What follows belongs to an exercise in optimizing a design on an open flow for small area and a short achievable clock period; a production flow would make more cautious choices. Only simulation tests tie the RTL to the original design; equivalence was not proved. No activity file was given, so power comes from the tool's default toggle rates.

==> inputs of zinc <==
// data_ram_bytelane
module data_ram_bytelane #(
    parameter int DATA_BUS_WIDTH    = data_ram_bytelane_pkg::DEFAULT_DATA_BUS_WIDTH,
    parameter int ADDRESS_BUS_WIDTH = data_ram_bytelane_pkg::DEFAULT_ADDRESS_BUS_WIDTH,
    parameter int NUM_BYTES         = 64
) (
    input  logic                          clk,
    input  logic                          rst_n,
    input  logic                          clear_req,
    input  logic                          req_valid,
    output logic                          req_ready,
    input  logic                          read_not_write,
    input  logic [ADDRESS_BUS_WIDTH-1:0]  address,
    input  logic [DATA_BUS_WIDTH/8-1:0]   byte_en,
    input  logic [DATA_BUS_WIDTH-1:0]     write_data,
    output logic                          rsp_valid,
    output logic                          rsp_err,
    output logic [DATA_BUS_WIDTH-1:0]     read_data,
    output logic                          busy
);
    localparam int IDX_W = data_ram_bytelane_pkg::clog2(NUM_BYTES);
    localparam int HALF  = NUM_BYTES / 2;
    logic        r_busy;
    logic        r_ready;
    logic        r_rsp_valid;
    logic        r_rsp_err;
    logic [15:0] r_rd_data;
    logic        w_err;
    logic        w_accept;
    logic        w_a0;
    logic [HALF-1:0] w_en_e;
    logic [HALF-1:0] w_en_o;
    logic [7:0]  w_wd_e;
    logic [7:0]  w_wd_o;
    logic [8*HALF-1:0] w_bytes_e;
    logic [8*HALF-1:0] w_bytes_o;
    logic [7:0]  w_mem_o;
    logic [7:0]  w_mem_e;
    logic [3:0]  w_l0_o;
    logic [3:0]  w_l0_e;
    logic [3:0]  w_l1_o;
    logic [3:0]  w_l1_e;
    logic        w_hold;
    logic [31:0] w_grp_o;
    logic [31:0] w_grp_e;
    logic [15:0] w_rd_next;
  ...
clock: 4.0 ns
lec_check: 0
cap_margin: 20
core_margin: 2
core_utilization: 60
cts_cluster_diameter: 100
cts_cluster_size: 20
place_density: 0.75
setup_slack_margin: 1.7
slew_margin: 20
synth_hierarchical: 1
run.sh (not shown) runs the stock make flow with config.mk's settings and CLKGATE_MAP_FILE= SYNTH_SCRIPT=/design/flow/synth_recipe.tcl, a recipe that flattens the netlist after the stock synthesis.
==> inputs of garnet, as changes to zinc <==
Settings changed: SETUP_SLACK_MARGIN 1.7 to 1.5.
==> inputs of tundra, as changes to zinc <==
Settings changed: CORE_UTILIZATION 60 to 50, CTS_CLUSTER_DIAMETER 100 to default, CTS_CLUSTER_SIZE 20 to default, PLACE_DENSITY 0.75 to default, SETUP_SLACK_MARGIN 1.7 to 2.0.
==> comparison <==
Of tundra and garnet, tundra has the higher combinational power (gap about 40%, measured against garnet).
Synthesized area is the same in zinc and garnet.
Global-route usage, highest first: zinc, tundra, garnet.
Power: tundra > zinc > garnet.
In sequential power, garnet and tundra hardly differ.
The lowest final area belongs to garnet, the highest to tundra.
The highest core utilization belongs to zinc, the lowest to tundra.
In garnet the count of clock-buffer cells in the layout is lower than in tundra, by 17.
==> figures <==
quantity                                                           zinc                   garnet                  tundra
Outcome                                                  finished clean           finished clean          finished clean
Met3 wire length                                                7.72 mm                  5.88 mm                 6.08 mm
Placeable Area                                               0.0345 mm²               0.0345 mm²              0.0410 mm²
Wire length per cell                                            33.2 µm                  30.6 µm                 32.8 µm
Final WL                                                        63.2 mm                  56.1 mm                 68.1 mm
Routed vias                                                       14000                    13100                   14000
Worst VDD drop                                               0.000487 V               0.000497 V              0.000438 V
Cell count after placement                                         1741                     1760                    1801
Largest clock skew in the final design                        0.0116 ns                0.0189 ns               0.0267 ns
LEAKAGE                                                         8.80 nW                  8.07 nW                 9.80 nW
Worst Tran Pin Value                                            1.03 ns                 0.826 ns                0.858 ns
Footprint of the flip-flops and latches                      0.0159 mm²               0.0159 mm²              0.0159 mm²
Sequential fraction of design power                               61.2%                    62.0%                   52.8%
Critical Path Sink                         u_odd.r_mem[18][1]$_DFFE_PP_  r_rd_data[14]$_DFF_PN0_  r_rd_data[5]$_DFF_PN0_
Critical path launch point                                   byte_en[1]               address[1]              address[3]
Per-cell via count in the routed design                            7.38                     7.14                    6.76
Cell depth of the worst flop-to-flop path                             7                        5                       6
Post-detailed-placement cell area                            0.0225 mm²               0.0223 mm²              0.0229 mm²

---

==> job 6526: inputs <==
==> flow/design.v <==
package data_ram_bytelane_pkg;
    localparam int DEFAULT_DATA_BUS_WIDTH    = 16;
    localparam int DEFAULT_ADDRESS_BUS_WIDTH = 16;
    function automatic int clog2(input int unsigned value);
        int result;
        result = 0;
        for (int i = 0; i < 32; i++) begin
            if ((32'd1 << i) < value) begin
                result = i + 1;
            end
        end
        clog2 = result;
    endfunction
endpackage
module data_ram_bytelane_byte_array #(
    parameter int NUM_ENTRIES = 32
) (
    input  logic                      clk,
    input  logic [NUM_ENTRIES-1:0]    i_wr_en,
    input  logic [7:0]                i_wr_data,
    output logic [8*NUM_ENTRIES-1:0]  o_bytes
);
    logic [7:0] r_mem [NUM_ENTRIES];
    always_ff @(posedge clk) begin
        for (int k = 0; k < NUM_ENTRIES; k++) begin
            if (i_wr_en[k]) begin
                r_mem[k] <= i_wr_data;
            end
        end
    end
    always_comb begin
        for (int k = 0; k < NUM_ENTRIES; k++) begin
            o_bytes[8*k +: 8] = r_mem[k];
        end
    end
endmodule
module data_ram_bytelane_rd_grp (
    input  logic [63:0] i_bytes,
    input  logic [7:0]  i_sel,
    output logic [7:0]  o_byte
);
    always_comb begin
        o_byte = 8'h00;
        for (int k = 0; k < 8; k++) begin
            o_byte = o_byte | (i_bytes[8*k +: 8] & {8{i_sel[k]}});
        end
    end
endmodule
module data_ram_bytelane_rd_out (
    input  logic [31:0] i_grp_o,
    input  logic [31:0] i_grp_e,
    input  logic [3:0]  i_sel_o,
    input  logic [3:0]  i_sel_e,
    input  logic        i_hold,
    input  logic [7:0]  i_cur,
    output logic [7:0]  o_next
);
    always_comb begin
        o_next = i_cur & {8{i_hold}};
        for (int g = 0; g < 4; g++) begin
            o_next = o_next | (i_grp_o[8*g +: 8] & {8{i_sel_o[g]}})
                            | (i_grp_e[8*g +: 8] & {8{i_sel_e[g]}});
        end
    end
endmodule
module data_ram_bytelane_rd_sel (
    input  logic [15:0] i_addr,
    input  logic        i_req_valid,
    input  logic        i_ready,
    input  logic        i_clear_req,
    input  logic        i_rnw,
    output logic [7:0]  o_mem_o,
    output logic [7:0]  o_mem_e,
    output logic [3:0]  o_l0_o,
    output logic [3:0]  o_l0_e,
    output logic [3:0]  o_l1_o,
    output logic [3:0]  o_l1_e,
    output logic        o_hold
);
    logic       a0;
    logic       rd;
    logic [3:0] grp;
    logic [3:0] grp_e;
    logic       wrap;
    always_comb begin
        a0 = i_addr[0];
        rd = i_req_valid && i_ready && !i_clear_req && i_rnw
             && (i_addr[15:6] == 10'd0) && !(&i_addr[5:0]);
        for (int l = 0; l < 8; l++) o_mem_o[l] = (i_addr[3:1] == 3'(l));
        for (int h = 0; h < 4; h++) grp[h] = (i_addr[5:4] == 2'(h));
        o_mem_e = a0 ? {o_mem_o[6:0], o_mem_o[7]} : o_mem_o;
        wrap    = a0 && (i_addr[3:1] == 3'd7);
        grp_e   = wrap ? {grp[2:0], 1'b0} : grp;
        o_l0_o  = grp   & {4{rd &&  a0}};
        o_l0_e  = grp_e & {4{rd && !a0}};
        o_l1_o  = grp   & {4{rd && !a0}};
        o_l1_e  = grp_e & {4{rd &&  a0}};
        o_hold  = !rd;
    end
endmodule
module data_ram_bytelane_wr_dec (
    input  logic [15:0] i_addr,
    input  logic [1:0]  i_byte_en,
    input  logic        i_req_valid,
    input  logic        i_ready,
    input  logic        i_clear_req,
    input  logic        i_rnw,
    input  logic        i_busy,
    output logic [31:0] o_en_e,
    output logic [31:0] o_en_o
);
    logic        a0;
    logic        wr;
    logic        we_e_lo;
    logic        we_e_hi;
    logic        we_o;
    logic [3:0]  hi;
    logic [7:0]  lo;
    logic [31:0] dec;
    logic [31:0] dec_up;
    always_comb begin
        a0 = i_addr[0];
        wr = i_req_valid && i_ready && !i_clear_req && !i_rnw && (i_addr[15:6] == 10'd0);
        for (int h = 0; h < 4; h++) hi[h] = (i_addr[5:4] == 2'(h));
        for (int l = 0; l < 8; l++) lo[l] = (i_addr[3:1] == 3'(l));
        for (int k = 0; k < 32; k++) dec[k] = hi[k / 8] && lo[k % 8];
        dec_up  = {dec[30:0], 1'b0};
        we_e_lo = wr && !a0 && i_byte_en[0];
        we_e_hi = wr &&  a0 && i_byte_en[1];
        we_o    = wr && (a0 ? i_byte_en[0] : i_byte_en[1]);
        for (int k = 0; k < 32; k++) begin
            o_en_e[k] = i_busy || (dec[k] && we_e_lo) || (dec_up[k] && we_e_hi);
            o_en_o[k] = i_busy || (dec[k] && we_o && !((k == 31) && a0));
        end
    end
endmodule
module data_ram_bytelane #(
    parameter int DATA_BUS_WIDTH    = data_ram_bytelane_pkg::DEFAULT_DATA_BUS_WIDTH,
    parameter int ADDRESS_BUS_WIDTH = data_ram_bytelane_pkg::DEFAULT_ADDRESS_BUS_WIDTH,
    parameter int NUM_BYTES         = 64
) (
    input  logic                          clk,
    input  logic                          rst_n,
    input  logic                          clear_req,
    input  logic                          req_valid,
    output logic                          req_ready,
    input  logic                          read_not_write,
    input  logic [ADDRESS_BUS_WIDTH-1:0]  address,
    input  logic [DATA_BUS_WIDTH/8-1:0]   byte_en,
    input  logic [DATA_BUS_WIDTH-1:0]     write_data,
    output logic                          rsp_valid,
    output logic                          rsp_err,
    output logic [DATA_BUS_WIDTH-1:0]     read_data,
    output logic                          busy
);
    localparam int IDX_W = data_ram_bytelane_pkg::clog2(NUM_BYTES);
    localparam int HALF  = NUM_BYTES / 2;
    logic        r_busy;
    logic        r_ready;
    logic        r_rsp_valid;
    logic        r_rsp_err;
    logic [15:0] r_rd_data;
    logic        w_err;
    logic        w_accept;
    logic        w_a0;
    logic [HALF-1:0] w_en_e;
    logic [HALF-1:0] w_en_o;
    logic [7:0]  w_wd_e;
    logic [7:0]  w_wd_o;
    logic [8*HALF-1:0] w_bytes_e;
    logic [8*HALF-1:0] w_bytes_o;
    logic [7:0]  w_mem_o;
    logic [7:0]  w_mem_e;
    logic [3:0]  w_l0_o;
    logic [3:0]  w_l0_e;
    logic [3:0]  w_l1_o;
    logic [3:0]  w_l1_e;
    logic        w_hold;
    logic [31:0] w_grp_o;
    logic [31:0] w_grp_e;
    logic [15:0] w_rd_next;
    always_comb begin
        w_err    = (address[ADDRESS_BUS_WIDTH-1:IDX_W] != '0) || (&address[IDX_W-1:0]);
        w_accept = req_valid && r_ready && !clear_req;
        w_a0     = address[0];
        w_wd_e   = r_busy ? 8'h00 : (w_a0 ? write_data[15:8] : write_data[7:0]);
        w_wd_o   = r_busy ? 8'h00 : (w_a0 ? write_data[7:0]  : write_data[15:8]);
    end
    data_ram_bytelane_wr_dec u_wr_dec (
        .i_addr      (address),
        .i_byte_en   (byte_en),
        .i_req_valid (req_valid),
        .i_ready     (r_ready),
        .i_clear_req (clear_req),
        .i_rnw       (read_not_write),
        .i_busy      (r_busy),
        .o_en_e      (w_en_e),
        .o_en_o      (w_en_o)
    );
    data_ram_bytelane_byte_array #(
        .NUM_ENTRIES (HALF)
    ) u_even (
        .clk       (clk),
        .i_wr_en   (w_en_e),
        .i_wr_data (w_wd_e),
        .o_bytes   (w_bytes_e)
    );
    data_ram_bytelane_byte_array #(
        .NUM_ENTRIES (HALF)
    ) u_odd (
        .clk       (clk),
        .i_wr_en   (w_en_o),
        .i_wr_data (w_wd_o),
        .o_bytes   (w_bytes_o)
    );
    data_ram_bytelane_rd_sel u_rd_sel (
        .i_addr      (address),
        .i_req_valid (req_valid),
        .i_ready     (r_ready),
        .i_clear_req (clear_req),
        .i_rnw       (read_not_write),
        .o_mem_o (w_mem_o),
        .o_mem_e (w_mem_e),
        .o_l0_o  (w_l0_o),
        .o_l0_e  (w_l0_e),
        .o_l1_o  (w_l1_o),
        .o_l1_e  (w_l1_e),
        .o_hold  (w_hold)
    );
    for (genvar g = 0; g < 4; g++) begin : g_grp
        data_ram_bytelane_rd_grp u_grp_o (
            .i_bytes (w_bytes_o[64*g +: 64]),
            .i_sel   (w_mem_o),
            .o_byte  (w_grp_o[8*g +: 8])
        );
        data_ram_bytelane_rd_grp u_grp_e (
            .i_bytes (w_bytes_e[64*g +: 64]),
            .i_sel   (w_mem_e),
            .o_byte  (w_grp_e[8*g +: 8])
        );
    end
    data_ram_bytelane_rd_out u_out_l0 (
        .i_grp_o (w_grp_o),
        .i_grp_e (w_grp_e),
        .i_sel_o (w_l0_o),
        .i_sel_e (w_l0_e),
        .i_hold  (w_hold),
        .i_cur   (r_rd_data[7:0]),
        .o_next  (w_rd_next[7:0])
    );
    data_ram_bytelane_rd_out u_out_l1 (
        .i_grp_o (w_grp_o),
        .i_grp_e (w_grp_e),
        .i_sel_o (w_l1_o),
        .i_sel_e (w_l1_e),
        .i_hold  (w_hold),
        .i_cur   (r_rd_data[15:8]),
        .o_next  (w_rd_next[15:8])
    );
    always_ff @(posedge clk or negedge rst_n) begin
        if (!rst_n) begin
            r_busy      <= 1'b1;
            r_ready     <= 1'b0;
            r_rsp_valid <= 1'b0;
            r_rsp_err   <= 1'b0;
            r_rd_data   <= 16'h0000;
        end else begin
            r_busy      <= clear_req;
            r_ready     <= !clear_req;
            r_rsp_valid <= w_accept;
            r_rsp_err   <= w_accept && w_err;
            r_rd_data   <= w_rd_next;
        end
    end
    assign req_ready = r_ready;
    assign busy      = r_busy;
    assign rsp_valid = r_rsp_valid;
    assign rsp_err   = r_rsp_err;
    assign read_data = r_rd_data;
endmodule
==> flow/run.sh <==
#!/bin/bash
# synth_recipe.tcl (not shown) runs the flow's synth.tcl, then flattens the netlist and writes it again
# the make line also repeats each setting of config.mk as NAME=value (left out here)
make -C /OpenROAD-flow-scripts/flow DESIGN_CONFIG=/design/flow/config.mk WORK_HOME=/design/flow/orfs CLKGATE_MAP_FILE= SYNTH_SCRIPT=/design/flow/synth_recipe.tcl finish
==> flow/config.mk <==
export PLATFORM = sky130hd
export DESIGN_NAME = data_ram_bytelane
export DESIGN_NICKNAME = data_ram_bytelane
export VERILOG_FILES = /design/flow/design.v
export SDC_FILE = /design/flow/constraint.sdc
export NUM_CORES = 4
export LEC_CHECK = 0
export CAP_MARGIN = 20
export CORE_MARGIN = 2
export CORE_UTILIZATION = 50
export CTS_CLUSTER_DIAMETER = 100
export CTS_CLUSTER_SIZE = 20
export PLACE_DENSITY = 0.8
export SETUP_SLACK_MARGIN = 1.5
export SLEW_MARGIN = 20
export SYNTH_HIERARCHICAL = 1
==> flow/constraint.sdc <==
create_clock -name core_clock -period 4.0 [get_ports {clk}]
set_input_delay 0.8000 -clock core_clock [delete_from_list [all_inputs] [get_ports {clk}]]
set_output_delay 0.8000 -clock core_clock [all_outputs]
set_load 0.01 [all_outputs]
==> job 9506 (differences from job 6526) <==
Settings changed: CORE_UTILIZATION 50 to 60, PLACE_DENSITY 0.8 to 0.85.
==> job 4637 (differences from job 6526) <==
Settings changed: CORE_UTILIZATION 50 to 60, PLACE_DENSITY 0.8 to 0.75, SETUP_SLACK_MARGIN 1.5 to 1.3.
==> run notes <==
Aggregate routed wire length: job 9506 59670 µm; job 4637 59000 µm; job 6526 57690 µm
Fill cell count: job 9506 2058; job 4637 2183; job 6526 2967
Maximum fanout along the worst path: job 9506 16; job 4637 10; job 6526 8
Result of the run: job 9506 no timing/DRC/antenna violations; job 4637 no timing/DRC/antenna violations; job 6526 no timing/DRC/antenna violations
Max-Slew Margin vs Limit: job 9506 0.4484; job 4637 0.3429; job 6526 0.2814
Worst hold margin: job 9506 0.1786 ns; job 4637 0.1867 ns; job 6526 0.3817 ns
Slew at the pin closest to its max-slew limit: job 9506 0.8274 ns; job 4637 0.9833 ns; job 6526 1.077 ns
Non-clock inverter count in the final layout: job 9506 6; job 4637 5; job 6526 5
Detailed route wirelength on metal2: job 9506 27780 µm; job 4637 27720 µm; job 6526 27580 µm
Initial detailed-routing violation count: job 9506 3031; job 4637 2357; job 6526 1996
# Post-CTS Setup Buffers: job 9506 39; job 4637 24; job 6526 16
Met3 usage: job 9506 0.07932; job 4637 0.06018; job 6526 0.06204
Total iterations of the first detailed-routing run: job 9506 12; job 4637 6; job 6526 9
Met1 track demand over resource: job 9506 0.4224; job 4637 0.4446; job 6526 0.3426
Tap cells: job 9506 455; job 4637 455; job 6526 532
Placed instance area: job 9506 22290 µm²; job 4637 22400 µm²; job 6526 22680 µm²
Clock latency on the worst-skew pair: job 9506 0.59 ns; job 4637 0.59 ns; job 6526 0.60 ns

## re-timing with driven ports
In the flow no input, the clock included, has a driving cell. The finished layouts below were timed again as built, in two steps. Step 1 sets driving cells, clkbuf_16 on the clock port and buf_2 on the other inputs (assumed; they add their load-dependent delay and slew). Step 2 times the ports against the registers' clock, not the clock port: input delays grow and output delays shrink by t, the midpoint of the rising clock arrivals with the driver on. Three values: ideal, step 1, step 2; two values: the first two.
run	t, ns	setup WS [ns]	clock arrival spread, ns
zinc	0.643	1.548 / 1.559 / 0.916	0.013 / 0.013
garnet	0.629	1.498 / 1.507 / 0.891	0.021 / 0.022
tundra	0.635	1.571 / 1.578 / 0.943	0.027 / 0.027
job 6526	0.641	1.453 / 1.446 / 0.805	0.021 / 0.021
job 9506	0.631	1.430 / 1.449 / 0.818	0.032 / 0.032
job 4637	0.636	1.327 / 1.358 / 0.722	0.019 / 0.020
After both steps every run listed still meets setup and hold. For job 6526, which loses most, drivers alone change the setup slack by -0.007 ns; drivers and shift together by -0.648 ns.
